From an optimization exercise on the open Yosys and OpenROAD flow, aimed at small area, a short achievable clock period and few clock cycles per item; shortcuts taken in it are not production practice.
Where RTL was checked, it was by simulation tests only, not by an equivalence proof against the original.
Function not checked in runs 1, 2 and 4: the RTL went through the layout flow alone.
Power figures rest on the tool's default switching activity, not on a simulated workload.

File: flow/config.mk
export PLATFORM = sky130hd
export DESIGN_NAME = radio_pairing_slave_fsm_top
export DESIGN_NICKNAME = radio_pairing_slave_fsm_top
export VERILOG_FILES = /design/flow/design.v
export SDC_FILE = /design/flow/constraint.sdc
export NUM_CORES = 4
export LEC_CHECK = 0
export CAP_MARGIN = 20
export CORE_MARGIN = 2
export CORE_UTILIZATION = 65
export CTS_CLUSTER_DIAMETER = 100
export CTS_CLUSTER_SIZE = 30
export SETUP_SLACK_MARGIN = 2.9
export SLEW_MARGIN = 20
export SYNTH_HIERARCHICAL = 1
File: flow/constraint.sdc
create_clock -name core_clock -period 5.5 [get_ports {clk}]
set_input_delay 1.1000 -clock core_clock [delete_from_list [all_inputs] [get_ports {clk}]]
set_output_delay 1.1000 -clock core_clock [all_outputs]
set_load 0.01 [all_outputs]
File: flow/design.v
`timescale 1ns / 1ps
package rpsf_pkg;
	localparam int unsigned ADDR_W  = 40;
	localparam int unsigned WORD_W  = 32;
	localparam int unsigned TIME_W  = 32;
	localparam int unsigned TMO_W   = 16;
	localparam int unsigned COUNT_W = 8;
	localparam int unsigned LEN_W   = 6;
	localparam int unsigned CMD_W   = 8;
	localparam int unsigned PHASE_W = 3;
	localparam int unsigned CFG_IDX_W = 3;
	localparam logic [CMD_W-1:0] CMD_REQUEST_CODE  = 8'd1;
	localparam logic [CMD_W-1:0] CMD_RESPONSE_CODE = 8'd2;
	localparam logic [CMD_W-1:0] CMD_PING_CODE     = 8'd3;
	localparam logic [CMD_W-1:0] CMD_PONG_CODE     = 8'd4;
	localparam logic [LEN_W-1:0] RESPONSE_LENGTH   = 6'd6;
	localparam logic [LEN_W-1:0] VERIFY_LENGTH     = 6'd8;
	localparam logic KIND_REQUEST = 1'b0;
	localparam logic KIND_PONG    = 1'b1;
	localparam logic [ADDR_W-1:0]  DEFAULT_ADDRESS_RST = 40'd733295205870;
	localparam logic [WORD_W-1:0]  DEVICE_ID_RST       = 32'd272914040;
	localparam logic [WORD_W-1:0]  HOST_MAGIC_RST      = 32'd0;
	localparam logic [WORD_W-1:0]  SLAVE_MAGIC_RST     = 32'd0;
	localparam logic [COUNT_W-1:0] VERIFY_TARGET_RST   = 8'd5;
	localparam logic [TMO_W-1:0]   RESPONSE_TMO_RST    = 16'd100;
	localparam logic [TMO_W-1:0]   VERIFY_TMO_RST      = 16'd5000;
	localparam logic [TMO_W-1:0]   SILENT_DONE_RST     = 16'd3000;
	localparam logic [COUNT_W-1:0] COUNT_MAX = {COUNT_W{1'b1}};
	typedef enum logic [PHASE_W-1:0] {
		PH_IDLE   = 3'd0,
		PH_SEND   = 3'd1,
		PH_WAIT   = 3'd2,
		PH_VERIFY = 3'd3,
		PH_DONE   = 3'd4
	} phase_t;
	typedef enum logic [CFG_IDX_W-1:0] {
		REG_DEFAULT_ADDRESS = 3'd0,
		REG_DEVICE_ID       = 3'd1,
		REG_HOST_MAGIC      = 3'd2,
		REG_SLAVE_MAGIC     = 3'd3,
		REG_VERIFY_TARGET   = 3'd4,
		REG_RESPONSE_TMO    = 3'd5,
		REG_VERIFY_TMO      = 3'd6,
		REG_SILENT_DONE     = 3'd7
	} cfg_reg_t;
endpackage
`timescale 1ns / 1ps
module radio_pairing_slave_fsm_top (
	input  logic                                 clk,
	input  logic                                 arst_n,
	input  logic                                 cfg_we,
	input  logic [rpsf_pkg::CFG_IDX_W-1:0]       cfg_index,
	input  logic [rpsf_pkg::ADDR_W-1:0]          cfg_data,
	input  logic                                 poll_valid,
	output logic                                 poll_ready,
	input  logic                                 poll_enable,
	input  logic [rpsf_pkg::TIME_W-1:0]          poll_now_ms,
	input  logic                                 poll_rx_valid,
	input  logic [rpsf_pkg::LEN_W-1:0]           poll_rx_length,
	input  logic [rpsf_pkg::CMD_W-1:0]           poll_rx_command,
	input  logic [rpsf_pkg::WORD_W-1:0]          poll_rx_magic,
	input  logic [rpsf_pkg::ADDR_W-1:0]          poll_rx_granted_address,
	output logic                                 result_valid,
	input  logic                                 result_ready,
	output logic                                 result_send_valid,
	output logic                                 result_send_kind,
	output logic [rpsf_pkg::WORD_W-1:0]          result_send_word,
	output logic [rpsf_pkg::ADDR_W-1:0]          result_send_address,
	output logic [rpsf_pkg::ADDR_W-1:0]          result_link_address,
	output logic                                 result_rx_flush,
	output logic [rpsf_pkg::PHASE_W-1:0]         result_phase,
	output logic [rpsf_pkg::COUNT_W-1:0]         result_verify_count,
	output logic                                 result_finish
);
	logic [rpsf_pkg::ADDR_W-1:0]  default_address_q;
	logic [rpsf_pkg::WORD_W-1:0]  device_id_q;
	logic [rpsf_pkg::WORD_W-1:0]  host_magic_q;
	logic [rpsf_pkg::WORD_W-1:0]  slave_magic_q;
	logic [rpsf_pkg::COUNT_W-1:0] target_m1_q;      
	logic                         target_hit;
	logic [rpsf_pkg::TMO_W-1:0]   response_tmo_q;
	logic [rpsf_pkg::TMO_W-1:0]   verify_tmo_q;
	logic [rpsf_pkg::TMO_W-1:0]   silent_done_q;
	logic [rpsf_pkg::PHASE_W-1:0] phase_q;
	logic [rpsf_pkg::TIME_W-1:0]  time_q;
	logic [rpsf_pkg::COUNT_W-1:0] count_q;
	logic                         goal_q;
	logic [rpsf_pkg::ADDR_W-1:0]  link_q;
	logic                         valid_q;
	logic                         send_q;
	logic                         event_q;
	logic                         pong_q, request_q;
	logic [rpsf_pkg::WORD_W-1:0]  word_sn, word_dn;
	logic                         init1_q, init2_q;
	logic [7:0]                   cfg_en;
	logic [rpsf_pkg::ADDR_W-1:0]  cfg_wd [8];
	logic                         fire;
	logic                         in_idle, in_send, in_wait, in_verify, in_done;
	logic                         resp_ok, ping_ok;
	logic [rpsf_pkg::TMO_W-1:0]   now_lo, now_hi, tim_lo, tim_hi;
	logic [rpsf_pkg::TMO_W-1:0]   hi_same, hi_next, csa_s, csa_c;
	logic                         lo_ok;
	logic [rpsf_pkg::TMO_W-1:0]   limit_n;
	logic [rpsf_pkg::COUNT_W-1:0] count_inc;
	logic [rpsf_pkg::PHASE_W-1:0] phase_d, phase_n, phase_x;
	logic                         lim_resp_q, lim_resp_d, lim_resp_n;
	logic                         goal_d, goal_n;
	logic [rpsf_pkg::TMO_W-1:0]   limit_n_q;
	logic                         cfg_ok_q, idle_ok_q, valid_d;
	logic                         late_ok, eq0, eq1, k15;
	logic [2:0]                   sel_f0, sel_f1_l0, sel_f1_l1, sel_l0, sel_l1, sel_lim;
	logic [rpsf_pkg::PHASE_W-1:0] phase_d00, phase_d01, phase_d10, phase_d11, phase_c0, phase_c1;
	logic                         lo_cout;
	logic [rpsf_pkg::TMO_W-1:0]   ok_g, ok_p, csa_x, csa_a, cs_y, cs_g, cs_p;
	function automatic logic [rpsf_pkg::ADDR_W-1:0] cfg_rst(input int i);
		case (i)
			0: cfg_rst = rpsf_pkg::DEFAULT_ADDRESS_RST;
			1: cfg_rst = rpsf_pkg::ADDR_W'(rpsf_pkg::DEVICE_ID_RST);
			2: cfg_rst = rpsf_pkg::ADDR_W'(rpsf_pkg::HOST_MAGIC_RST);
			3: cfg_rst = rpsf_pkg::ADDR_W'(rpsf_pkg::SLAVE_MAGIC_RST);
			4: cfg_rst = rpsf_pkg::ADDR_W'(rpsf_pkg::VERIFY_TARGET_RST);
			5: cfg_rst = rpsf_pkg::ADDR_W'(rpsf_pkg::RESPONSE_TMO_RST);
			6: cfg_rst = rpsf_pkg::ADDR_W'(rpsf_pkg::VERIFY_TMO_RST);
			default: cfg_rst = rpsf_pkg::ADDR_W'(rpsf_pkg::SILENT_DONE_RST);
		endcase
	endfunction
	rpsf_ao21 u_ready (.a(idle_ok_q), .b(result_ready), .c(cfg_ok_q), .y(poll_ready));
	assign fire       = poll_valid && poll_ready;
	always_ff @(posedge clk or negedge arst_n) begin
		if (!arst_n) begin
			init1_q <= 1'b0;
			init2_q <= 1'b0;
		end else begin
			init1_q <= 1'b1;
			init2_q <= init1_q;
		end
	end
	always_comb begin
		for (int i = 0; i < 8; i++) begin
			cfg_en[i] = !init1_q || (cfg_we && (cfg_index == i));
			cfg_wd[i] = (cfg_data & {rpsf_pkg::ADDR_W{init1_q}})
				| (cfg_rst(i) & {rpsf_pkg::ADDR_W{!init1_q}});
		end
	end
	always_ff @(posedge clk) begin
		if (cfg_en[rpsf_pkg::REG_DEFAULT_ADDRESS])
			default_address_q <= cfg_wd[rpsf_pkg::REG_DEFAULT_ADDRESS];
		if (cfg_en[rpsf_pkg::REG_DEVICE_ID])
			device_id_q <= cfg_wd[rpsf_pkg::REG_DEVICE_ID][rpsf_pkg::WORD_W-1:0];
		if (cfg_en[rpsf_pkg::REG_HOST_MAGIC])
			host_magic_q <= cfg_wd[rpsf_pkg::REG_HOST_MAGIC][rpsf_pkg::WORD_W-1:0];
		if (cfg_en[rpsf_pkg::REG_SLAVE_MAGIC])
			slave_magic_q <= cfg_wd[rpsf_pkg::REG_SLAVE_MAGIC][rpsf_pkg::WORD_W-1:0];
		if (cfg_en[rpsf_pkg::REG_VERIFY_TARGET])
			target_m1_q <= init1_q ? cfg_data[rpsf_pkg::COUNT_W-1:0] - 1'b1
				: rpsf_pkg::VERIFY_TARGET_RST - 1'b1;
		if (cfg_en[rpsf_pkg::REG_RESPONSE_TMO])
			response_tmo_q <= cfg_wd[rpsf_pkg::REG_RESPONSE_TMO][rpsf_pkg::TMO_W-1:0];
		if (cfg_en[rpsf_pkg::REG_VERIFY_TMO])
			verify_tmo_q <= cfg_wd[rpsf_pkg::REG_VERIFY_TMO][rpsf_pkg::TMO_W-1:0];
		if (cfg_en[rpsf_pkg::REG_SILENT_DONE])
			silent_done_q <= cfg_wd[rpsf_pkg::REG_SILENT_DONE][rpsf_pkg::TMO_W-1:0];
	end
	assign in_idle   = (phase_q == rpsf_pkg::PH_IDLE);
	assign in_send   = (phase_q == rpsf_pkg::PH_SEND);
	assign in_wait   = (phase_q == rpsf_pkg::PH_WAIT);
	assign in_verify = (phase_q == rpsf_pkg::PH_VERIFY);
	assign in_done   = (phase_q == rpsf_pkg::PH_DONE);
	assign resp_ok = poll_rx_valid && (poll_rx_length == rpsf_pkg::RESPONSE_LENGTH)
		&& (poll_rx_command == rpsf_pkg::CMD_RESPONSE_CODE);
	assign ping_ok = poll_rx_valid && (poll_rx_length == rpsf_pkg::VERIFY_LENGTH)
		&& (poll_rx_command == rpsf_pkg::CMD_PING_CODE) && (poll_rx_magic == host_magic_q);
	assign lim_resp_d = in_send || (in_wait && !resp_ok);
	assign goal_d     = (in_wait && resp_ok) ? 1'b0
		: ((in_verify && ping_ok) ? (goal_q || target_hit) : goal_q);
	function automatic logic [2:0] lim_sel(input logic resp, input logic goal);
		lim_sel = {resp, !resp && goal, !resp && !goal};
	endfunction
	assign late_ok   = in_wait ? resp_ok : ping_ok;
	assign sel_f0    = lim_sel(lim_resp_q, goal_q);
	assign sel_f1_l0 = lim_sel(in_send || in_wait, goal_q);
	assign sel_f1_l1 = lim_sel(in_send, !in_wait && (goal_q || (in_verify && target_hit)));
	assign sel_l0    = fire ? sel_f1_l0 : sel_f0;
	assign sel_l1    = fire ? sel_f1_l1 : sel_f0;
	for (genvar i = 0; i < 3; i++) begin : lim_mux
		rpsf_mux2 u (.s(late_ok), .a1(sel_l1[i]), .a0(sel_l0[i]), .y(sel_lim[i]));
	end
	rpsf_sel3 u_limit (.a(response_tmo_q), .b(silent_done_q), .c(verify_tmo_q),
		.sa(sel_lim[2]), .sb(sel_lim[1]), .sc(sel_lim[0]), .yn(limit_n));
	always_ff @(posedge clk) begin
		limit_n_q <= limit_n;
	end
	assign valid_d = fire || (valid_q && !result_ready);
	always_ff @(posedge clk or negedge arst_n) begin
		if (!arst_n) begin
			cfg_ok_q  <= 1'b1;
			idle_ok_q <= 1'b1;
		end else begin
			cfg_ok_q  <= !cfg_we;
			idle_ok_q <= !valid_d && !cfg_we;
		end
	end
	assign now_lo  = poll_now_ms[rpsf_pkg::TMO_W-1:0];
	assign now_hi  = poll_now_ms[rpsf_pkg::TIME_W-1:rpsf_pkg::TMO_W];
	assign tim_lo  = time_q[rpsf_pkg::TMO_W-1:0];
	assign tim_hi  = time_q[rpsf_pkg::TIME_W-1:rpsf_pkg::TMO_W];
	assign ok_g    = {now_lo[rpsf_pkg::TMO_W-1:1] & ~tim_lo[rpsf_pkg::TMO_W-1:1], now_lo[0] | ~tim_lo[0]};
	assign ok_p    = now_lo | ~tim_lo;
	rpsf_carry16 u_lo_ok (.g(ok_g), .p(ok_p), .c(lo_ok));
	assign hi_same = ~(now_hi ^ tim_hi);
	assign hi_next = {hi_same[rpsf_pkg::TMO_W-1:1] ~^ (now_hi[rpsf_pkg::TMO_W-2:0] | ~tim_hi[rpsf_pkg::TMO_W-2:0]),
		~hi_same[0]};
	assign eq0     = &hi_same;
	assign eq1     = &hi_next;
	rpsf_csa_pre u_csa_pre (.t(tim_lo), .l(limit_n_q), .x(csa_x), .a(csa_a));
	assign csa_s   = now_lo ^ csa_x;
	assign csa_c   = csa_a | (now_lo & csa_x);
	assign cs_y    = {csa_c[rpsf_pkg::TMO_W-2:0], 1'b1};
	assign cs_g    = csa_s & cs_y;
	assign cs_p    = csa_s | cs_y;
	rpsf_carry16 u_lo_cout (.g(cs_g), .p(cs_p), .c(lo_cout));
	assign k15 = csa_c[rpsf_pkg::TMO_W-1];
	assign count_inc = (count_q != rpsf_pkg::COUNT_MAX) ? count_q + 1'b1 : count_q;
	assign target_hit = (count_q >= target_m1_q) || (&target_m1_q);
	always_comb begin
		phase_n = phase_q;
		phase_x = phase_q;
		if (!poll_enable) begin
			phase_n = rpsf_pkg::PH_IDLE;
			phase_x = rpsf_pkg::PH_IDLE;
		end else begin
			case (phase_q)
				rpsf_pkg::PH_IDLE: begin
					phase_n = rpsf_pkg::PH_SEND;
					phase_x = rpsf_pkg::PH_SEND;
				end
				rpsf_pkg::PH_SEND: begin
					phase_n = rpsf_pkg::PH_WAIT;
					phase_x = rpsf_pkg::PH_WAIT;
				end
				rpsf_pkg::PH_WAIT: begin
					phase_n = resp_ok ? rpsf_pkg::PH_VERIFY : rpsf_pkg::PH_WAIT;
					phase_x = resp_ok ? rpsf_pkg::PH_VERIFY : rpsf_pkg::PH_SEND;
				end
				rpsf_pkg::PH_VERIFY: begin
					phase_n = rpsf_pkg::PH_VERIFY;
					phase_x = ping_ok ? rpsf_pkg::PH_VERIFY
						: (goal_q ? rpsf_pkg::PH_DONE : rpsf_pkg::PH_SEND);
				end
				rpsf_pkg::PH_DONE: begin
					phase_n = rpsf_pkg::PH_DONE;
					phase_x = rpsf_pkg::PH_DONE;
				end
				default: begin
					phase_n = rpsf_pkg::PH_IDLE;
					phase_x = rpsf_pkg::PH_IDLE;
				end
			endcase
		end
	end
	assign phase_d00 = !fire ? phase_q : ((!eq1 || k15) ? phase_x : phase_n);
	assign phase_d01 = !fire ? phase_q : ((!eq1 || !k15) ? phase_x : phase_n);
	assign phase_d10 = !fire ? phase_q : ((!eq0 || !k15) ? phase_x : phase_n);
	assign phase_d11 = !fire ? phase_q : ((!eq0 || k15) ? phase_x : phase_n);
	for (genvar i = 0; i < rpsf_pkg::PHASE_W; i++) begin : ph_mux
		rpsf_mux2 u0 (.s(lo_ok), .a1(phase_d10[i]), .a0(phase_d00[i]), .y(phase_c0[i]));
		rpsf_mux2 u1 (.s(lo_ok), .a1(phase_d11[i]), .a0(phase_d01[i]), .y(phase_c1[i]));
		rpsf_mux2 u (.s(lo_cout), .a1(phase_c1[i]), .a0(phase_c0[i]), .y(phase_d[i]));
	end
	always_ff @(posedge clk or negedge arst_n) begin
		if (!arst_n) begin
			phase_q <= rpsf_pkg::PH_IDLE;
			count_q <= '0;
			valid_q <= 1'b0;
		end else begin
			phase_q <= phase_d;
			if (fire) begin
				if (poll_enable) begin
					if (in_idle || (in_wait && resp_ok))
						count_q <= '0;
					else if (in_verify && ping_ok)
						count_q <= count_inc;
				end
			end
			valid_q <= valid_d;
		end
	end
	always_ff @(posedge clk) begin
		if (!init2_q || (fire && poll_enable && (in_idle || in_send)))
			link_q <= default_address_q;
		else if (fire && poll_enable && in_wait && resp_ok)
			link_q <= poll_rx_granted_address;
	end
	always_ff @(posedge clk) begin
		if (fire) begin
			if (!((in_wait && !resp_ok) || (in_verify && !ping_ok)))
				time_q <= poll_now_ms;
			goal_q <= goal_d;
			lim_resp_q <= lim_resp_d;
			send_q  <= poll_enable && (in_send || (in_verify && ping_ok));
			request_q <= poll_enable && in_send;
			pong_q    <= poll_enable && in_verify && ping_ok;
			event_q <= poll_enable && ((in_wait && resp_ok) || in_done);
		end
	end
	assign result_valid        = valid_q;
	assign result_send_valid   = send_q;
	assign result_send_kind    = pong_q;
	rpsf_nand2x16 u_wd_sl (.x(slave_magic_q[15:0]), .s(pong_q), .yn(word_sn[15:0]));
	rpsf_nand2x16 u_wd_sh (.x(slave_magic_q[31:16]), .s(pong_q), .yn(word_sn[31:16]));
	rpsf_nand2x16 u_wd_dl (.x(device_id_q[15:0]), .s(request_q), .yn(word_dn[15:0]));
	rpsf_nand2x16 u_wd_dh (.x(device_id_q[31:16]), .s(request_q), .yn(word_dn[31:16]));
	assign result_send_word    = ~(word_sn & word_dn);
	assign result_send_address = send_q ? link_q : '0;
	assign result_link_address = link_q;
	assign result_rx_flush     = event_q && !phase_q[2];
	assign result_phase        = phase_q;
	assign result_verify_count = count_q;
	assign result_finish       = event_q && phase_q[2];
endmodule
module rpsf_carry16 (
	input  logic [15:0] g,
	input  logic [15:0] p,
	output logic        c
);
	logic [7:0] g1n, p1n;
	logic [3:0] g2, p2;
	logic [1:0] g3n, p3n;
	logic       p4;
	for (genvar i = 0; i < 8; i++) begin : l1
		rpsf_gp_n u (.gh(g[2*i+1]), .ph(p[2*i+1]), .gl(g[2*i]), .pl(p[2*i]), .gn(g1n[i]), .pn(p1n[i]));
	end
	for (genvar i = 0; i < 4; i++) begin : l2
		rpsf_gp_p u (.ghn(g1n[2*i+1]), .phn(p1n[2*i+1]), .gln(g1n[2*i]), .pln(p1n[2*i]), .g(g2[i]), .p(p2[i]));
	end
	for (genvar i = 0; i < 2; i++) begin : l3
		rpsf_gp_n u (.gh(g2[2*i+1]), .ph(p2[2*i+1]), .gl(g2[2*i]), .pl(p2[2*i]), .gn(g3n[i]), .pn(p3n[i]));
	end
	rpsf_gp_p l4 (.ghn(g3n[1]), .phn(p3n[1]), .gln(g3n[0]), .pln(p3n[0]), .g(c), .p(p4));
endmodule
module rpsf_gp_n (
	input  logic gh, ph, gl, pl,
	output logic gn, pn
);
	assign gn = ~(gh | (ph & gl));
	assign pn = ~(ph & pl);
endmodule
module rpsf_gp_p (
	input  logic ghn, phn, gln, pln,
	output logic g, p
);
	assign g = ~(ghn & (phn | gln));
	assign p = ~(phn | pln);
endmodule
module rpsf_csa_pre (
	input  logic [15:0] t,
	input  logic [15:0] l,
	output logic [15:0] x,
	output logic [15:0] a
);
	assign x = ~t ^ l;
	assign a = ~t & l;
endmodule
module rpsf_mux2 (
	input  logic s, a1, a0,
	output logic y
);
	assign y = s ? a1 : a0;
endmodule
module rpsf_sel3 (
	input  logic [15:0] a, b, c,
	input  logic        sa, sb, sc,
	output logic [15:0] yn
);
	logic [15:0] an, bn, cn;
	rpsf_nand2x16 u_a (.x(a), .s(sa), .yn(an));
	rpsf_nand2x16 u_b (.x(b), .s(sb), .yn(bn));
	rpsf_nand2x16 u_c (.x(c), .s(sc), .yn(cn));
	assign yn = an & bn & cn;
endmodule
module rpsf_nand2x16 (
	input  logic [15:0] x,
	input  logic        s,
	output logic [15:0] yn
);
	assign yn = ~(x & {16{s}});
endmodule
module rpsf_ao21 (
	input  logic a, b, c,
	output logic y
);
	assign y = a | (b & c);
endmodule
File: flow/flow/run.sh
#!/bin/bash
# Standard layout with two changes:
#  - the port buffers are the smallest buffer (buf_1) instead of the one
#    buffer_ports picks by default;
#  - the slow four-input OR/NOR cells, the three-input OR cells and the
#    4-stack AOI/OAI are added to
#    the don't-use list, so synthesis builds wide ORs from faster gates.
set -euo pipefail
export BUFFER_PORTS_ARGS="-buffer_cell sky130_fd_sc_hd__buf_1"
PLATFORM_DONT_USE="sky130_fd_sc_hd__lpflow_bleeder_1 sky130_fd_sc_hd__lpflow_clkbufkapwr_1 sky130_fd_sc_hd__lpflow_clkbufkapwr_16 sky130_fd_sc_hd__lpflow_clkbufkapwr_2 sky130_fd_sc_hd__lpflow_clkbufkapwr_4 sky130_fd_sc_hd__lpflow_clkbufkapwr_8 sky130_fd_sc_hd__lpflow_clkinvkapwr_1 sky130_fd_sc_hd__lpflow_clkinvkapwr_16 sky130_fd_sc_hd__lpflow_clkinvkapwr_2 sky130_fd_sc_hd__lpflow_clkinvkapwr_4 sky130_fd_sc_hd__lpflow_clkinvkapwr_8 sky130_fd_sc_hd__lpflow_decapkapwr_12 sky130_fd_sc_hd__lpflow_decapkapwr_3 sky130_fd_sc_hd__lpflow_decapkapwr_4 sky130_fd_sc_hd__lpflow_decapkapwr_6 sky130_fd_sc_hd__lpflow_decapkapwr_8 sky130_fd_sc_hd__lpflow_inputiso0n_1 sky130_fd_sc_hd__lpflow_inputiso0p_1 sky130_fd_sc_hd__lpflow_inputiso1n_1 sky130_fd_sc_hd__lpflow_inputiso1p_1 sky130_fd_sc_hd__lpflow_inputisolatch_1 sky130_fd_sc_hd__lpflow_isobufsrc_1 sky130_fd_sc_hd__lpflow_isobufsrc_16 sky130_fd_sc_hd__lpflow_isobufsrc_2 sky130_fd_sc_hd__lpflow_isobufsrc_4 sky130_fd_sc_hd__lpflow_isobufsrc_8 sky130_fd_sc_hd__lpflow_isobufsrckapwr_16 sky130_fd_sc_hd__lpflow_lsbuf_lh_hl_isowell_tap_1 sky130_fd_sc_hd__lpflow_lsbuf_lh_hl_isowell_tap_2 sky130_fd_sc_hd__lpflow_lsbuf_lh_hl_isowell_tap_4 sky130_fd_sc_hd__lpflow_lsbuf_lh_isowell_4 sky130_fd_sc_hd__lpflow_lsbuf_lh_isowell_tap_1 sky130_fd_sc_hd__lpflow_lsbuf_lh_isowell_tap_2 sky130_fd_sc_hd__lpflow_lsbuf_lh_isowell_tap_4 sky130_fd_sc_hd__probe_p_8 sky130_fd_sc_hd__probec_p_8 "
EXTRA_DONT_USE="sky130_fd_sc_hd__a2111o_1 sky130_fd_sc_hd__a2111o_2 sky130_fd_sc_hd__a2111o_4 sky130_fd_sc_hd__a2111oi_0 sky130_fd_sc_hd__a2111oi_1 sky130_fd_sc_hd__a2111oi_2 sky130_fd_sc_hd__a2111oi_4 sky130_fd_sc_hd__nor4_1 sky130_fd_sc_hd__nor4_2 sky130_fd_sc_hd__nor4_4 sky130_fd_sc_hd__nor4b_1 sky130_fd_sc_hd__nor4b_2 sky130_fd_sc_hd__nor4b_4 sky130_fd_sc_hd__nor4bb_1 sky130_fd_sc_hd__nor4bb_2 sky130_fd_sc_hd__nor4bb_4 sky130_fd_sc_hd__o2111a_1 sky130_fd_sc_hd__o2111a_2 sky130_fd_sc_hd__o2111a_4 sky130_fd_sc_hd__o2111ai_1 sky130_fd_sc_hd__o2111ai_2 sky130_fd_sc_hd__o2111ai_4 sky130_fd_sc_hd__or4_1 sky130_fd_sc_hd__or4_2 sky130_fd_sc_hd__or4_4 sky130_fd_sc_hd__or4b_1 sky130_fd_sc_hd__or4b_2 sky130_fd_sc_hd__or4b_4 sky130_fd_sc_hd__or4bb_1 sky130_fd_sc_hd__or4bb_2 sky130_fd_sc_hd__or4bb_4 sky130_fd_sc_hd__or3_1 sky130_fd_sc_hd__or3_2 sky130_fd_sc_hd__or3_4 sky130_fd_sc_hd__or3b_1 sky130_fd_sc_hd__or3b_2 sky130_fd_sc_hd__or3b_4"
bash standard.sh DONT_USE_CELLS="$PLATFORM_DONT_USE $EXTRA_DONT_USE" finish > standard_flow.log 2>&1
File: flow/standard.sh
#!/bin/bash
# synth_recipe.tcl (not shown) runs the flow's synth.tcl, then flattens the netlist and writes it again
# the make line also repeats each setting of config.mk as NAME=value (left out here)
make -C /OpenROAD-flow-scripts/flow DESIGN_CONFIG=/design/flow/config.mk WORK_HOME=/design/flow/orfs CLKGATE_MAP_FILE= SYNTH_SCRIPT=/design/flow/synth_recipe.tcl "${@:-finish}"
==> results of run 1 <==
[worst register-to-register path, delay by kind of cell, from the launching register on]
kind | cells | cell delay [ns]
compound gates | 4 | 0.95
fa+ha+maj | 1 | 0.19
buf+inv | 1 | 0.07
flops | 1 | 0.44
mux | 1 | 0.37
simple gates | 4 | 0.47
[stage by stage]
| stage | hold slack (ns) | instances | util (%) | total power [mW] |
|---|---|---|---|---|
| 3_5_place_dp | 0.5229 | 1729 | 72.54 | 4.701 |
| 4_1_cts | 0.5271 | 1787 | 78.66 | 6.131 |
| 6_report | 0.5367 | 1797 | 83.18 | 6.342 |
| 5_1_grt | 0.5604 | 1796 | 83.17 | 6.605 |
| 2_1_floorplan | 0.4741 | 1173 | - | 4.258 |
| 3_3_place_gp | 0.5167 | 1729 | 72.50 | 4.640 |
[what timing repair did]
item	4_1_cts	5_1_grt
setup buffers	20	4
resized for setup	155	247
hold endpoints to repair	0	0
pin swaps	28	56
gates cloned	14	3
setup endpoints to repair	197	160
[path summary, 6_finish.rpt]
kind | startpoint | end | slack [ns] | depth (start not counted)
worst max-delay path | send_q | result_send_address[7] | 2.71 | 4
worst min register to register | silent_done_q[15] | limit_n_q[15] | 0.54 | 2
worst min-delay path | silent_done_q[15] | limit_n_q[15] | 0.54 | 2
worst max register to register | count_q[0] | limit_n_q[5] | 2.95 | 11
min in group asynchronous | arst_n | count_q[4] | 0.71 | 1
max in group asynchronous | arst_n | phase_q[1] | 4.12 | 1
[sequential cells by signal (all words and copies together), names as in the netlist, 3 cells and up]
register	flops
host_magic_q	32
verify_tmo_q	16
limit_n_q	16
count_q	8
time_q	32
silent_done_q	16
device_id_q	32
target_m1_q	8
response_tmo_q	16
phase_q	3
default_address_q	40
slave_magic_q	32
link_q	40
[power breakdown]
| group | total, mW | leakage (nW) | switching, mW | internal (mW) |
|---|---|---|---|---|
| registers | 3.00 | 2.87 | 0.194 | 2.80 |
| logic | 2.09 | 4.12 | 1.14 | 0.956 |
| clock network | 1.25 | 0.209 | 0.726 | 0.526 |
[placed cells by master, fill, tap and decap left out, drive strengths merged, types with 33 or more instances in the layout]
master	count
a21oi	34
and2	86
buf	334
edfxtp	270
ha	57
inv	65
mux2	57
nand2	184
nand2b	50
nor2	37
xnor2	33
[layer usage]
| layer | vias to the layer above | track usage [%] |
|---|---|---|
| met4 | 2 | 10.01 |
| met5 | - | 0 |
| met2 | 558 | 52.98 |
| li1 | 4797 | - |
| met1 | 5132 | 41.16 |
| met3 | 94 | 6.220 |
[area by class of cell]
cell class / instances / area, um2 / area share [%]
Antenna cell: 3 / 7.507 / 0.04023
Tap cell: 285 / 356.6 / 1.911
Inverter: 64 / 292.8 / 1.569
Clock buffer: 21 / 397.9 / 2.132
Multi-Input combinational cell: 775 / 6452 / 34.58
Timing Repair Buffer: 344 / 2282 / 12.23
Clock inverter: 3 / 36.28 / 0.1944
Sequential cell: 302 / 8836 / 47.35
==> results.sh, run 1 <==
export IMPL_arrival_ns=1.69
export IMPL_path_buf_inv=3
export IMPL_die_w_um=154.3
export IMPL_slew_headroom_pct=27.99
export IMPL_place_ws_ns=1.932
export IMPL_min_period_over_period_pct=50.68
export IMPL_finalSetupTns_ns=0
export IMPL_antenna_left=0
export IMPL_die_h_um=154.3
export IMPL_grt_pass1_vias=10120
export IMPL_grt_total_usage_pct=31.27
export IMPL_vias_per_cell=5.889
export IMPL_fmax_mhz=358.7
export IMPL_crit_path_start_kind="flop"
export IMPL_ir_drop_mv=0.3669
export IMPL_power_density_nw_per_um2=339.9
export IMPL_fin_skew_ns=0.02029
export IMPL_wire_per_inst_um=21.99
export IMPL_dieArea_um2=23820
export IMPL_grt_max_degree=70
export IMPL_cts_buffers_inserted=14
export IMPL_via_count=10580
export IMPL_routed_top_layer="met5"
export IMPL_critPathMaxStageDelay_ns=0.45
export IMPL_cp_required_ns=4.40
export IMPL_io_pins=297
export IMPL_yosysWarnings=8
export IMPL_crit_family="buffers and inverters"
export IMPL_worst_pin_slew_ns=1.076
export IMPL_syn_area_um2=14690
export IMPL_postCtsHoldBufs=0
export IMPL_post_dp_hpwl_um=24580
export IMPL_worstSetupPathType="flop to output pin"
export IMPL_drive_gt1_share_pct=30.15
export IMPL_rsz0062_at_grt="yes"
export IMPL_gp_congestion=0.8566
export IMPL_num_nets_final=1726
export IMPL_gr_total_overflow=0
export IMPL_drt_initial_drc_count=775
export IMPL_coreArea_um2=22430
export IMPL_maxSlewViolCount=0
export IMPL_p_leak_nw=7.201
export IMPL_syn_to_final_growth_pct=27.02
export IMPL_port_buffers=296
export IMPL_drt_first_pass_iters=7
export IMPL_netlist_instances=1173
export IMPL_min_path_type="flop to flop"
export IMPL_end_kind="output pin"
export IMPL_start_util_pct=65.49
export IMPL_timing_final_ws_setup_ns=2.712
export IMPL_fill_cells=1219
export IMPL_met2_length_um=19540
export IMPL_placed_area_um2=16270
export IMPL_grt_pass1_wl_um=56270
export IMPL_setup_violations_final=0
export IMPL_antenna_found_initial=5
export IMPL_max_cap_violations=0
export IMPL_critPathMaxFanout=9
export IMPL_synth_avg_cell_area_um2=12.52
export IMPL_met3_length_um=3547
export IMPL_synth_net_count=1398
export IMPL_slowest_stage="edfxtp_1"
export IMPL_htreeDepth=1
export IMPL_wirelength_um=39530
export IMPL_hold_violations=0
export IMPL_clock_sinks=302
export IMPL_rows=55
export IMPL_clk_pin_slew_ns=0.11
export IMPL_timing_final_crit_period_ns=2.788
export IMPL_crit_chain="buf_12, bufbuf_16, and2_1, buf_1"
export IMPL_cts_buffer_depth=3
export IMPL_status="timing/DRC/antenna clean"
export IMPL_drcViolationCount=0
export IMPL_cts_tree="built"
export IMPL_drt_met1_wl_um=15060
export IMPL_clock_latency_ns=0.51
export IMPL_final_area_um2=18660
export IMPL_cts_root_buf="clkbuf_16"
==> run 2: changes to the inputs <==
--- a/flow/design.v
+++ b/flow/design.v
@@ -127,3 +127,3 @@
 	rpsf_ao21 u_ready (.a(idle_ok_q), .b(result_ready), .c(cfg_ok_q), .y(poll_ready));
-	assign fire       = poll_valid && poll_ready;
+	assign fire       = poll_valid && (idle_ok_q || (result_ready && cfg_ok_q));
 	always_ff @(posedge clk or negedge arst_n) begin
--- a/flow/config.mk
+++ b/flow/config.mk
@@ -12,3 +12,3 @@
 export CTS_CLUSTER_SIZE = 30
-export SETUP_SLACK_MARGIN = 2.9
+export SETUP_SLACK_MARGIN = 2.8
 export SLEW_MARGIN = 20
==> run 2 against run 1 <==
Against the previous run:
- clock-buffer cell count unchanged
- largest cell class unchanged
- register-to-register slack got worse by 0.06 ns
- fmax increased by 0.90%
- critical endpoint is now phase_q[1]
- critical path type is now input pin to flop
- total power decreased by 12%
- global-route usage decreased by 1.4 points
- combinational power decreased by 33%
- still clean on timing, DRC and antenna
- via count decreased by 5.8%
- sequential power decreased by 3%
==> results.sh, run 2 <==
export IMPL_via_count=9973
export IMPL_drt_first_pass_iters=5
export IMPL_cp_required_ns=5.89
export IMPL_fin_total_pwr_mw=5.580
export IMPL_power_density_nw_per_um2=324.9
export IMPL_grt_pass1_wl_um=54020
export IMPL_rows=55
export IMPL_port_buffers=296
export IMPL_hold_path_depth=2
export IMPL_fmax_mhz=362.0
export IMPL_whs_ns=0.5274
export IMPL_syn_to_final_growth_pct=16.93
export IMPL_cts_buffer_depth=3
export IMPL_final_common_cell="buf_1"
export IMPL_cts_tree="built"
export IMPL_finalSetupTns_ns=0
export IMPL_grt_total_usage_pct=29.84
export IMPL_die_h_um=154.3
export IMPL_end_kind="flop"
export IMPL_diodes=0
export IMPL_arrival_ns=3.15
export IMPL_antenna_found_initial=2
export IMPL_vias_per_cell=5.603
export IMPL_clk_pin_slew_ns=0.11
export IMPL_synth_avg_cell_area_um2=12.47
export IMPL_post_dp_hpwl_um=25030
export IMPL_start_util_pct=65.47
export IMPL_ir_drop_mv=0.2758
export IMPL_fin_skew_ns=0.02754
export IMPL_grt_max_degree=52
export IMPL_wire_per_inst_um=20.34
export IMPL_status="timing/DRC/antenna clean"
export IMPL_worstSetupPathType="input pin to flop"
export IMPL_worst_pin_slew_ns=1.062
export IMPL_dieArea_um2=23810
export IMPL_cts_root_buf="clkbuf_16"
export IMPL_clock_latency_ns=0.50
export IMPL_clock_sinks=302
export IMPL_slew_headroom_pct=29.20
export IMPL_yosysWarnings=8
export IMPL_synth_net_count=1403
export IMPL_min_path_type="flop to flop"
export IMPL_min_period_over_period_pct=50.23
export IMPL_p_leak_nw=6.421
export IMPL_crit_path_start_kind="input pin"
export IMPL_drt_initial_drc_count=746
export IMPL_io_pins=297
export IMPL_r2r_cells=11
export IMPL_timing_final_ws_setup_ns=2.737
export IMPL_syn_area_um2=14690
export IMPL_place_ws_ns=1.624
export IMPL_netlist_instances=1178
export IMPL_antenna_left=0
export IMPL_htreeDepth=1
export IMPL_coreArea_um2=22430
export IMPL_setup_violations_final=0
export IMPL_timing_final_crit_period_ns=2.763
export IMPL_drcViolationCount=0
export IMPL_die_w_um=154.3
export IMPL_top_regs="default_address_q: 40 flops, link_q: 40 flops"
export IMPL_maxSlewViolCount=0
export IMPL_critPathMaxFanout=4
export IMPL_rsz0062_at_grt="yes"
export IMPL_hold_violations=0
export IMPL_max_cap_violations=0
export IMPL_wirelength_um=36210
export IMPL_gp_congestion=0.8523
export IMPL_final_cell_mix="buf_1 (288), edfxtp_1 (270), nand2_1 (168)"
export IMPL_num_nets_final=1712
export IMPL_cts_buffers_inserted=14
export IMPL_postCtsHoldBufs=0
export IMPL_grt_pass1_vias=9583
export IMPL_drive_gt1_share_pct=15.59
export IMPL_gr_total_overflow=0
==> run 2: changes by cell type in the layout (fill, tap and decap cells not counted), sizes merged, moves of 8 or more <==
cell / before / now
buf: 334 / 321
mux2i: 1 / 12
nand2: 184 / 194
nand2b: 50 / 58
and4: 16 / 6
nand4: 13 / 23
==> run 2: area by class of cell <==
class / instances / area (um2)
multi-input cells: 782 / 5824
clock inverters: 3 / 55.05
repair buffers: 325 / 1453
fillers: 1513 / 5259
clock buffers: 21 / 397.9
inverters: 62 / 255.2
flip-flops and latches: 302 / 8833
well taps: 285 / 356.6
==> run 2: stage by stage <==
stage | area, um2 | cells | utilization (%)
6_report | 17180 | 1780 | 76.56
4_1_cts | 16910 | 1770 | 75.39
2_1_floorplan | 14980 | 1178 | -
3_5_place_dp | 16220 | 1732 | 72.30
5_1_grt | 17180 | 1780 | 76.56
3_3_place_gp | 16220 | 1732 | 72.30
==> run 2: worst max-delay path, cell delays in order <==
cell and delay (ns):
buf_1 0.15, xor2_1 0.21, nor3_2 0.05, buf_4 0.16, and3_1 0.14, and4_4 0.20
buf_4 0.15, a31o_1 0.22, o221a_1 0.25, mux2_4 0.26, mux2_4 0.26
==> run 2: repair_timing <==
action / 4_1_cts / 5_1_grt
cloned: 4 / 0
buffers inserted: 10 / 9
pin swaps: 8 / 13
gates resized for setup: 22 / 44
endpoints found under the setup margin: 199 / 103
==> run 2: where the power goes <==
group          total (mW)  internal [mW]  switching (mW)
Clock                1.28          0.570           0.707
Combinational        1.40          0.585           0.814
Sequential           2.90           2.76           0.147
==> run 2: routing by layer <==
| layer | wire [um] | share of wire [%] | up-vias | GRT usage (%) |
|---|---|---|---|---|
| li1 | - | - | 4754 | - |
| met1 | 14360 | 40 | 4793 | 38.78 |
| met2 | 18190 | 50 | 362 | 52.49 |
| met3 | 2737 | 7.6 | 60 | 5.688 |
| met4 | 895 | 2.5 | 4 | 7.055 |
| met5 | 27 | 0.075 | - | 0 |
==> run 2: worst paths after layout <==
check / startpoint / endpoint / slack (ns)
worst max register to register: target_m1_q[4] / limit_n_q[1] / 2.89
worst max-delay path: poll_rx_magic[15] / phase_q[1] / 2.74
worst min-delay path: silent_done_q[5] / limit_n_q[5] / 0.53
max in group asynchronous: arst_n / init1_q / 4.58
min in group asynchronous: arst_n / init2_q / 0.54
worst min register to register: silent_done_q[5] / limit_n_q[5] / 0.53
==> run 3: changes to the inputs <==
--- a/flow/design.v
+++ b/flow/design.v
@@ -92,3 +92,2 @@
 	logic                         pong_q, request_q;
-	logic [rpsf_pkg::WORD_W-1:0]  word_sn, word_dn;
 	logic                         init1_q, init2_q;
@@ -127,3 +126,3 @@
 	rpsf_ao21 u_ready (.a(idle_ok_q), .b(result_ready), .c(cfg_ok_q), .y(poll_ready));
-	assign fire       = poll_valid && (idle_ok_q || (result_ready && cfg_ok_q));
+	assign fire       = poll_valid && poll_ready;
 	always_ff @(posedge clk or negedge arst_n) begin
@@ -308,7 +307,4 @@
 	assign result_send_kind    = pong_q;
-	rpsf_nand2x16 u_wd_sl (.x(slave_magic_q[15:0]), .s(pong_q), .yn(word_sn[15:0]));
-	rpsf_nand2x16 u_wd_sh (.x(slave_magic_q[31:16]), .s(pong_q), .yn(word_sn[31:16]));
-	rpsf_nand2x16 u_wd_dl (.x(device_id_q[15:0]), .s(request_q), .yn(word_dn[15:0]));
-	rpsf_nand2x16 u_wd_dh (.x(device_id_q[31:16]), .s(request_q), .yn(word_dn[31:16]));
-	assign result_send_word    = ~(word_sn & word_dn);
+	assign result_send_word    = (slave_magic_q & {rpsf_pkg::WORD_W{pong_q}})
+		| (device_id_q & {rpsf_pkg::WORD_W{request_q}});
 	assign result_send_address = send_q ? link_q : '0;
--- a/flow/flow/run.sh
+++ b/flow/flow/run.sh
@@ -1,3 +1,3 @@
 #!/bin/bash
-# Standard layout with two changes:
+# Standard layout with three changes:
 #  - the port buffers are the smallest buffer (buf_1) instead of the one
@@ -7,2 +7,4 @@
 #    the don't-use list, so synthesis builds wide ORs from faster gates.
+#  - after synthesis every cell is set to drive strength 1 (flow/downsize.tcl);
+#    placement and timing repair size up the cells that need it.
 set -euo pipefail
@@ -11,2 +13,6 @@
 EXTRA_DONT_USE="sky130_fd_sc_hd__a2111o_1 sky130_fd_sc_hd__a2111o_2 sky130_fd_sc_hd__a2111o_4 sky130_fd_sc_hd__a2111oi_0 sky130_fd_sc_hd__a2111oi_1 sky130_fd_sc_hd__a2111oi_2 sky130_fd_sc_hd__a2111oi_4 sky130_fd_sc_hd__nor4_1 sky130_fd_sc_hd__nor4_2 sky130_fd_sc_hd__nor4_4 sky130_fd_sc_hd__nor4b_1 sky130_fd_sc_hd__nor4b_2 sky130_fd_sc_hd__nor4b_4 sky130_fd_sc_hd__nor4bb_1 sky130_fd_sc_hd__nor4bb_2 sky130_fd_sc_hd__nor4bb_4 sky130_fd_sc_hd__o2111a_1 sky130_fd_sc_hd__o2111a_2 sky130_fd_sc_hd__o2111a_4 sky130_fd_sc_hd__o2111ai_1 sky130_fd_sc_hd__o2111ai_2 sky130_fd_sc_hd__o2111ai_4 sky130_fd_sc_hd__or4_1 sky130_fd_sc_hd__or4_2 sky130_fd_sc_hd__or4_4 sky130_fd_sc_hd__or4b_1 sky130_fd_sc_hd__or4b_2 sky130_fd_sc_hd__or4b_4 sky130_fd_sc_hd__or4bb_1 sky130_fd_sc_hd__or4bb_2 sky130_fd_sc_hd__or4bb_4 sky130_fd_sc_hd__or3_1 sky130_fd_sc_hd__or3_2 sky130_fd_sc_hd__or3_4 sky130_fd_sc_hd__or3b_1 sky130_fd_sc_hd__or3b_2 sky130_fd_sc_hd__or3b_4"
-bash standard.sh DONT_USE_CELLS="$PLATFORM_DONT_USE $EXTRA_DONT_USE" finish > standard_flow.log 2>&1
+DU="$PLATFORM_DONT_USE $EXTRA_DONT_USE"
+bash standard.sh DONT_USE_CELLS="$DU" synth > standard_synth.log 2>&1
+SYNTH_ODB=orfs/results/sky130hd/radio_pairing_slave_fsm_top/base/1_synth.odb openroad -no_init -exit flow/downsize.tcl > downsize.log 2>&1
+touch orfs/results/sky130hd/radio_pairing_slave_fsm_top/base/1_synth.sdc
+bash standard.sh DONT_USE_CELLS="$DU" finish > standard_flow.log 2>&1
==> flow/flow/downsize.tcl (new file) <==
# Set every synthesized cell to drive strength 1 where the library has it;
# the placement and timing repair that follow size up what needs it.
set odb_file $::env(SYNTH_ODB)
read_db $odb_file
set db [ord::get_db]
set block [ord::get_db_block]
set n 0
foreach inst [$block getInsts] {
  set m [[$inst getMaster] getName]
  if {[regexp {^(sky130_fd_sc_hd__[a-z0-9]+)_([0-9]+)$} $m -> base size] && $size > 1} {
    set nm [$db findMaster ${base}_1]
    if {$nm ne "NULL" && $nm ne ""} {
      $inst swapMaster $nm
      incr n
    }
  }
}
puts "downsized $n cells"
write_db $odb_file
==> run 3 against run 2 <==
Against the previous run:
- first-iteration DRC count decreased by 4.4%
- non-clock buffer count shrank 3
- utilization grew 2.3 points
- clock skew up 0.0010 ns
- via count fell by 1.0%
- setup slack got worse by 0.029 ns
- combinational power about the same
- register-to-register slack is essentially flat
- critical path type unchanged
- critical endpoint is now phase_q[0]
==> results.sh, run 3 <==
export IMPL_status="timing/DRC/antenna clean"
export IMPL_port_buffers=296
export IMPL_grt_total_usage_pct=28.74
export IMPL_reg2reg_slack_ns=2.89
export IMPL_crit_start="poll_now_ms[19]"
export IMPL_min_path_type="flop to flop"
export IMPL_grt_pass1_wl_um=49400
export IMPL_ir_drop_mv=0.2738
export IMPL_antenna_left=0
export IMPL_register_area_um2=8833
export IMPL_diodes=0
export IMPL_worstSetupPathType="input pin to flop"
export IMPL_crit_path_frequent_cell="mux2_4"
export IMPL_rows=53
export IMPL_drcViolationCount=0
export IMPL_slowest_stage="nor3_4"
export IMPL_r2r_cells=10
export IMPL_crit_chain="buf_1, inv_1, ha_4, xor2_1, and4_1, nand2_2, nor3_4, a31o_1, a21oi_1, mux2_4, mux2_4"
export IMPL_arrival_ns=3.18
export IMPL_hold_violations=0
export IMPL_cts_tree="built"
export IMPL_cts_root_buf="clkbuf_16"
export IMPL_antenna_found_initial=0
export IMPL_path_buf_inv=2
export IMPL_rsz0062_at_grt="yes"
export IMPL_max_cap_violations=0
export IMPL_synth_net_count=1333
export IMPL_cts_buffer_depth=3
export IMPL_io_pins=297
export IMPL_critPathMaxStageDelay_ns=0.31
export IMPL_htreeDepth=1
export IMPL_grt_pass1_vias=9322
export IMPL_crit_path_start_kind="input pin"
export IMPL_p_leak_nw=6.088
export IMPL_num_nets_final=1640
export IMPL_final_common_cell="buf_1"
export IMPL_vias_per_cell=5.814
export IMPL_end_kind="flop"
export IMPL_yosysWarnings=8
export IMPL_clock_sinks=302
export IMPL_power_density_nw_per_um2=332.5
export IMPL_gr_total_overflow=0
export IMPL_postCtsHoldBufs=0
export IMPL_die_h_um=151.5
export IMPL_die_w_um=151.5
export IMPL_dieArea_um2=22940
export IMPL_syn_to_final_growth_pct=18.08
export IMPL_fin_total_pwr_mw=5.549
export IMPL_fin_skew_ns=0.02856
export IMPL_cp_required_ns=5.89
export IMPL_reg2reg_to="limit_n_q[2]"
export IMPL_synth_avg_cell_area_um2=12.76
export IMPL_top_regs="default_address_q: 40 flops, link_q: 40 flops"
export IMPL_clk_pin_slew_ns=0.11
export IMPL_final_cell_mix="buf_1 (285), edfxtp_1 (270), and2_1 (86)"
export IMPL_timing_final_crit_period_ns=2.792
export IMPL_maxSlewViolCount=0
export IMPL_use_met2_pct=48.05
export IMPL_fmax_mhz=358.2
export IMPL_r2r_start="count_q[0]"
export IMPL_setup_violations_final=0
export IMPL_syn_area_um2=14130
export IMPL_netlist_instances=1108
export IMPL_drt_initial_drc_count=713
export IMPL_wire_per_inst_um=20.31
export IMPL_whs_ns=0.5351
export IMPL_via_count=9873
export IMPL_critPathMaxFanout=4
export IMPL_post_dp_hpwl_um=23650
export IMPL_multi_input_area_um2=5395
export IMPL_coreArea_um2=21150
export IMPL_gp_congestion=0.8960
export IMPL_cts_buffers_inserted=14
export IMPL_use_met3_pct=6.048
export IMPL_start_util_pct=66.82
export IMPL_clock_latency_ns=0.51
export IMPL_drt_first_pass_iters=5
export IMPL_crit_cells=11
export IMPL_cp_endpoint="phase_q[0]"
export IMPL_top_usage_layer="met2"
export IMPL_crit_family="simple AND/OR/NAND/NOR gates"
export IMPL_fill_cells=1326
export IMPL_min_period_over_period_pct=50.76
export IMPL_wirelength_um=34480
export IMPL_finalSetupTns_ns=0
export IMPL_drive_gt1_share_pct=8.433
export IMPL_worst_pin_slew_ns=1.066
export IMPL_grt_max_degree=65
export IMPL_finish_utilization_pct=78.90
export IMPL_slew_headroom_pct=28.70
export IMPL_grt_use_met1_pct=38.86
run 3: worst min path at each step:
stage                                     start            end  slack, ns  cells past startpoint
after CTS                     silent_done_q[12]  limit_n_q[12]       0.54                      2
after detailed placement  default_address_q[34]     link_q[34]       0.52                      1
after global routing      default_address_q[14]     link_q[14]       0.57                      1
final                     default_address_q[14]     link_q[14]       0.54                      1
after floorplan                         init1_q        init2_q       0.47                      0
after global placement    default_address_q[33]     link_q[33]       0.51                      1
run 3: metal layers:
| metal | part of all wire (%) | routed length (um) |
|---|---|---|
| met1 | 39 | 13530 |
| met5 | 0 | 0 |
| met4 | 2.5 | 862 |
| met2 | 50 | 17240 |
| met3 | 8.3 | 2845 |
run 3: where the power goes:
part / switching, mW / total (mW) / internal, mW / leakage [nW]
sequential: 0.156 / 2.93 / 2.77 / 2.87
clock: 0.699 / 1.23 / 0.527 / 0.207
combinational: 0.799 / 1.39 / 0.593 / 3.01
run 3: timing repair:
item                       CTS  global route
gates resized for setup     26            45
setup endpoints to repair  161            89
gates cloned                 0             4
buffers inserted             5            10
pin swaps                    5            18
run 3: stage by stage:
stage	worst slack (ns)	std cells	instance area, um2
after detailed placement	1.865	1654	15780
final	2.708	1698	16690
after global routing	2.639	1698	16690
after CTS	2.802	1683	16360
after global placement	1.964	1654	15780
after floorplan	2.299	1108	14360
run 3: layout make-up:
type | instances | area share [%]
Sequential cell | 302 | 52.93
Clock inverter | 2 | 0.1724
Inverter | 66 | 1.567
Timing Repair Buffer | 322 | 8.539
Clock buffer | 22 | 2.406
Tap cell | 275 | 2.062
Multi-Input combinational cell | 709 | 32.33
Testbench counts of run 3, summed over its fixed seeds: cycles 24,008, items 24,000.
==> run 4: changes to the inputs <==
--- a/flow/design.v
+++ b/flow/design.v
@@ -126,3 +126,3 @@
 	rpsf_ao21 u_ready (.a(idle_ok_q), .b(result_ready), .c(cfg_ok_q), .y(poll_ready));
-	assign fire       = poll_valid && poll_ready;
+	assign fire       = poll_valid && (idle_ok_q || (result_ready && cfg_ok_q));
 	always_ff @(posedge clk or negedge arst_n) begin
==> flow/flow/run.sh (replaced) <==
#!/bin/bash
# Standard layout with two changes:
#  - the port buffers are the smallest buffer (buf_1) instead of the one
#    buffer_ports picks by default;
#  - the slow four-input OR/NOR/AND cells, the three-input OR cells and the
#    4-stack AOI/OAI are added to
#    the don't-use list, so synthesis builds wide ORs from faster gates.
set -euo pipefail
export BUFFER_PORTS_ARGS="-buffer_cell sky130_fd_sc_hd__buf_1"
PLATFORM_DONT_USE="sky130_fd_sc_hd__lpflow_bleeder_1 sky130_fd_sc_hd__lpflow_clkbufkapwr_1 sky130_fd_sc_hd__lpflow_clkbufkapwr_16 sky130_fd_sc_hd__lpflow_clkbufkapwr_2 sky130_fd_sc_hd__lpflow_clkbufkapwr_4 sky130_fd_sc_hd__lpflow_clkbufkapwr_8 sky130_fd_sc_hd__lpflow_clkinvkapwr_1 sky130_fd_sc_hd__lpflow_clkinvkapwr_16 sky130_fd_sc_hd__lpflow_clkinvkapwr_2 sky130_fd_sc_hd__lpflow_clkinvkapwr_4 sky130_fd_sc_hd__lpflow_clkinvkapwr_8 sky130_fd_sc_hd__lpflow_decapkapwr_12 sky130_fd_sc_hd__lpflow_decapkapwr_3 sky130_fd_sc_hd__lpflow_decapkapwr_4 sky130_fd_sc_hd__lpflow_decapkapwr_6 sky130_fd_sc_hd__lpflow_decapkapwr_8 sky130_fd_sc_hd__lpflow_inputiso0n_1 sky130_fd_sc_hd__lpflow_inputiso0p_1 sky130_fd_sc_hd__lpflow_inputiso1n_1 sky130_fd_sc_hd__lpflow_inputiso1p_1 sky130_fd_sc_hd__lpflow_inputisolatch_1 sky130_fd_sc_hd__lpflow_isobufsrc_1 sky130_fd_sc_hd__lpflow_isobufsrc_16 sky130_fd_sc_hd__lpflow_isobufsrc_2 sky130_fd_sc_hd__lpflow_isobufsrc_4 sky130_fd_sc_hd__lpflow_isobufsrc_8 sky130_fd_sc_hd__lpflow_isobufsrckapwr_16 sky130_fd_sc_hd__lpflow_lsbuf_lh_hl_isowell_tap_1 sky130_fd_sc_hd__lpflow_lsbuf_lh_hl_isowell_tap_2 sky130_fd_sc_hd__lpflow_lsbuf_lh_hl_isowell_tap_4 sky130_fd_sc_hd__lpflow_lsbuf_lh_isowell_4 sky130_fd_sc_hd__lpflow_lsbuf_lh_isowell_tap_1 sky130_fd_sc_hd__lpflow_lsbuf_lh_isowell_tap_2 sky130_fd_sc_hd__lpflow_lsbuf_lh_isowell_tap_4 sky130_fd_sc_hd__probe_p_8 sky130_fd_sc_hd__probec_p_8 "
EXTRA_DONT_USE="sky130_fd_sc_hd__a2111o_1 sky130_fd_sc_hd__a2111o_2 sky130_fd_sc_hd__a2111o_4 sky130_fd_sc_hd__a2111oi_0 sky130_fd_sc_hd__a2111oi_1 sky130_fd_sc_hd__a2111oi_2 sky130_fd_sc_hd__a2111oi_4 sky130_fd_sc_hd__nor4_1 sky130_fd_sc_hd__nor4_2 sky130_fd_sc_hd__nor4_4 sky130_fd_sc_hd__nor4b_1 sky130_fd_sc_hd__nor4b_2 sky130_fd_sc_hd__nor4b_4 sky130_fd_sc_hd__nor4bb_1 sky130_fd_sc_hd__nor4bb_2 sky130_fd_sc_hd__nor4bb_4 sky130_fd_sc_hd__o2111a_1 sky130_fd_sc_hd__o2111a_2 sky130_fd_sc_hd__o2111a_4 sky130_fd_sc_hd__o2111ai_1 sky130_fd_sc_hd__o2111ai_2 sky130_fd_sc_hd__o2111ai_4 sky130_fd_sc_hd__or4_1 sky130_fd_sc_hd__or4_2 sky130_fd_sc_hd__or4_4 sky130_fd_sc_hd__or4b_1 sky130_fd_sc_hd__or4b_2 sky130_fd_sc_hd__or4b_4 sky130_fd_sc_hd__or4bb_1 sky130_fd_sc_hd__or4bb_2 sky130_fd_sc_hd__or4bb_4 sky130_fd_sc_hd__or3_1 sky130_fd_sc_hd__or3_2 sky130_fd_sc_hd__or3_4 sky130_fd_sc_hd__or3b_1 sky130_fd_sc_hd__or3b_2 sky130_fd_sc_hd__or3b_4 sky130_fd_sc_hd__and4_1 sky130_fd_sc_hd__and4_2 sky130_fd_sc_hd__and4_4 sky130_fd_sc_hd__and4b_1 sky130_fd_sc_hd__and4b_2 sky130_fd_sc_hd__and4b_4 sky130_fd_sc_hd__and4bb_1 sky130_fd_sc_hd__and4bb_2 sky130_fd_sc_hd__and4bb_4"
bash standard.sh DONT_USE_CELLS="$PLATFORM_DONT_USE $EXTRA_DONT_USE" finish > standard_flow.log 2>&1
removed: flow/flow/downsize.tcl
==> run 4 against run 3 <==
Against the previous run:
- synthesized cell count up 1.2%
- area after synthesis rose by 2.9%
- clock-buffer cell count unchanged
- fmax is 3.4% higher
- clock power about the same
- sequential power about the same
- largest cell class unchanged
- non-clock buffer count rose by 10
- sequential cell count stayed put
- die area up 2.8%
- critical endpoint is now result_send_word[27]
- routed wire length up 7.0%
- setup slack improved by 0.091 ns
==> results.sh, run 4 <==
export IMPL_status="timing/DRC/antenna clean"
export IMPL_post_dp_hpwl_um=25470
export IMPL_slew_headroom_pct=41.02
export IMPL_cp_required_ns=4.40
export IMPL_critPathMaxStageDelay_ns=0.42
export IMPL_end_kind="output pin"
export IMPL_clk_pin_slew_ns=0.11
export IMPL_drcViolationCount=0
export IMPL_path_buf_inv=2
export IMPL_port_buffers=296
export IMPL_vias_per_cell=5.895
export IMPL_fin_skew_ns=0.02728
export IMPL_syn_to_final_growth_pct=18.76
export IMPL_num_nets_final=1664
export IMPL_synth_net_count=1346
export IMPL_yosysWarnings=8
export IMPL_rsz0062_at_grt="yes"
export IMPL_r2r_start="phase_q[2]"
export IMPL_maxSlewViolCount=0
export IMPL_clock_latency_ns=0.51
export IMPL_place_ws_ns=1.558
export IMPL_placed_area_um2=16300
export IMPL_drive_gt1_share_pct=17.48
export IMPL_cts_tree="built"
export IMPL_p_int_mw=3.911
export IMPL_timing_final_crit_period_ns=2.701
export IMPL_synth_avg_cell_area_um2=12.97
export IMPL_syn_area_um2=14540
export IMPL_drt_first_pass_iters=5
export IMPL_worstSetupPathType="flop to output pin"
export IMPL_hold_path_depth=2
export IMPL_top_regs="default_address_q: 40 flops, link_q: 40 flops"
export IMPL_final_common_cell="buf_1"
export IMPL_grt_total_usage_pct=30.63
export IMPL_grt_max_degree=43
export IMPL_combPwrFrac_pct=26.0
export IMPL_dieArea_um2=23580
export IMPL_coreArea_um2=21890
export IMPL_drt_initial_drc_count=935
export IMPL_rows=54
export IMPL_min_period_over_period_pct=49.10
export IMPL_gr_total_overflow=0
export IMPL_die_h_um=153.6
export IMPL_final_area_um2=17270
export IMPL_htreeDepth=1
export IMPL_wirelength_um=36880
export IMPL_finalSetupTns_ns=0
export IMPL_via_count=10200
export IMPL_fin_cells=1730
export IMPL_p_seq_share_pct=52.0
export IMPL_cts_buffer_depth=3
export IMPL_dp_cells=1675
export IMPL_postCtsHoldBufs=0
export IMPL_setup_violations_final=0
export IMPL_final_cell_mix="buf_1 (287), edfxtp_1 (270), and2_1 (82)"
export IMPL_clockPowerShare_pct=22.0
export IMPL_power_density_nw_per_um2=325.6
export IMPL_netlist_instances=1121
export IMPL_fin_total_pwr_mw=5.621
export IMPL_arrival_ns=1.60
export IMPL_fmax_mhz=370.3
export IMPL_start_util_pct=66.42
export IMPL_worst_pin_slew_ns=0.8847
export IMPL_p_leak_nw=6.276
export IMPL_grt_pass1_vias=10330
export IMPL_critPathMaxFanout=32
export IMPL_wire_per_inst_um=21.32
export IMPL_hold_end="limit_n_q[7]"
export IMPL_antenna_left=0
export IMPL_cts_buffers_inserted=14
export IMPL_gp_congestion=0.9171
export IMPL_max_cap_violations=0
export IMPL_clock_sinks=302
export IMPL_crit_path_start_kind="flop"
export IMPL_cts_root_buf="clkbuf_16"
export IMPL_reg2reg_slack_ns=2.84
export IMPL_p_switching_mw=1.710
export IMPL_grt_pass1_wl_um=55690
export IMPL_reg2reg_to="limit_n_q[15]"
export IMPL_crit_chain="buf_12, a22o_1, buf_1"
export IMPL_min_path_type="flop to flop"
export IMPL_swShare_pct=30.43
export IMPL_r2r_cells=7
export IMPL_io_pins=297
export IMPL_ir_drop_mv=0.2862
export IMPL_min_delay_start="silent_done_q[7]"
export IMPL_hold_violations=0
export IMPL_die_w_um=153.6
export IMPL_antenna_found_initial=3
export IMPL_crit_family="buffers and inverters"
export IMPL_slowest_stage="edfxtp_1"
export IMPL_timing_final_ws_setup_ns=2.799
-- run 4: metal layers --
metal  GRT usage, %  vias to the layer above  wire [um]
met5              0                        -          0
met4          9.349                        0        996
met3          4.594                       51       2983
met2          53.21                      497      18770
met1          40.26                     4970      14130
li1               -                     4681          -
-- run 4: layout make-up --
| type | count | area, um2 |
|---|---|---|
| antenna | 3 | 7.507 |
| clock buffer | 22 | 401.6 |
| clock inverter | 2 | 32.53 |
| fill | 1343 | 4624 |
| inverter | 63 | 251.5 |
| multi-input combinational | 726 | 5891 |
| sequential | 302 | 8835 |
| tap | 280 | 350.3 |
| timing repair buffer | 332 | 1498 |
-- run 4: power by group through the flow --
stage / combinational (mW) / sequential, mW / clock [mW]
2_1_floorplan: 1.01 / 2.91 / 0
3_3_place_gp: 1.30 / 2.96 / 0
3_5_place_dp: 1.34 / 2.97 / 0
4_1_cts: 1.40 / 2.92 / 1.24
5_1_grt: 1.60 / 2.94 / 1.31
6_report: 1.46 / 2.92 / 1.24
-- run 4: through the flow --
stage                     hold slack (ns)  util (%)
after detailed placement           0.5199     74.46
after global placement             0.5168     74.46
final                              0.5389     78.88
after CTS                          0.5379     77.29
after global routing               0.5547     78.86
after floorplan                    0.4741         -
-- run 4: tightest hold or removal path, delay by kind of cell, from the launching register on --
family,cells,cell delay (ns)
AND/OR/NAND/NOR,2,0.16
flip-flops,1,0.34
-- run 4: timing repair --
| action | CTS | global route |
|---|---|---|
| endpoints found under the hold margin | 0 | 0 |
| setup buffers | 10 | 13 |
| cloned | 3 | 1 |
| pin swaps | 4 | 23 |
| gates resized for setup | 14 | 57 |
| setup endpoints to repair | 223 | 78 |
-- run 4: worst max path at each step --
stage                                  start              endpoint  slack, ns  depth (start not counted)
after floorplan            poll_rx_magic[11]             time_q[0]       2.44                          6
after global placement          result_ready            link_q[30]       1.68                          7
after detailed placement        result_ready            link_q[30]       1.56                          7
after CTS                 poll_rx_command[0]             link_q[3]       2.80                          6
after global routing        poll_rx_magic[7]         limit_n_q[14]       2.76                         12
final                              request_q  result_send_word[27]       2.80                          3

-- re-timing with driven ports --
Ports are ideal in the flow. The routed layouts listed here were re-timed in OpenROAD. Step 1, drivers: a clkbuf_16 drives clk and a buf_2 each remaining input, both assumed. Step 2 adds t to the input delays and takes it off the output delays; t is the mean of the earliest and latest rising clock arrival at the registers after step 1. Input paths then give back, and output paths get back, about the clock's delay inside the block. Slacks: ideal / step 1 / step 2; pairs: ideal / step 1.
run	shift t [ns]	setup slack, ns	hold WS [ns]	worst data-port slew with drivers (ns)
run 1	0.552	2.712 / 2.663 / 2.264	0.537 / 0.537 / 0.537	0.08
run 2	0.528	2.737 / 2.735 / 2.207	0.527 / 0.527 / 0.527	0.08
run 3	0.546	2.708 / 2.736 / 2.190	0.535 / 0.535 / 0.535	0.07
run 4	0.543	2.799 / 2.752 / 2.271	0.539 / 0.539 / 0.539	0.08
After both steps every run listed still meets setup and hold. For run 2, which loses most, drivers alone change the setup slack by -0.002 ns; drivers and shift together by -0.530 ns.
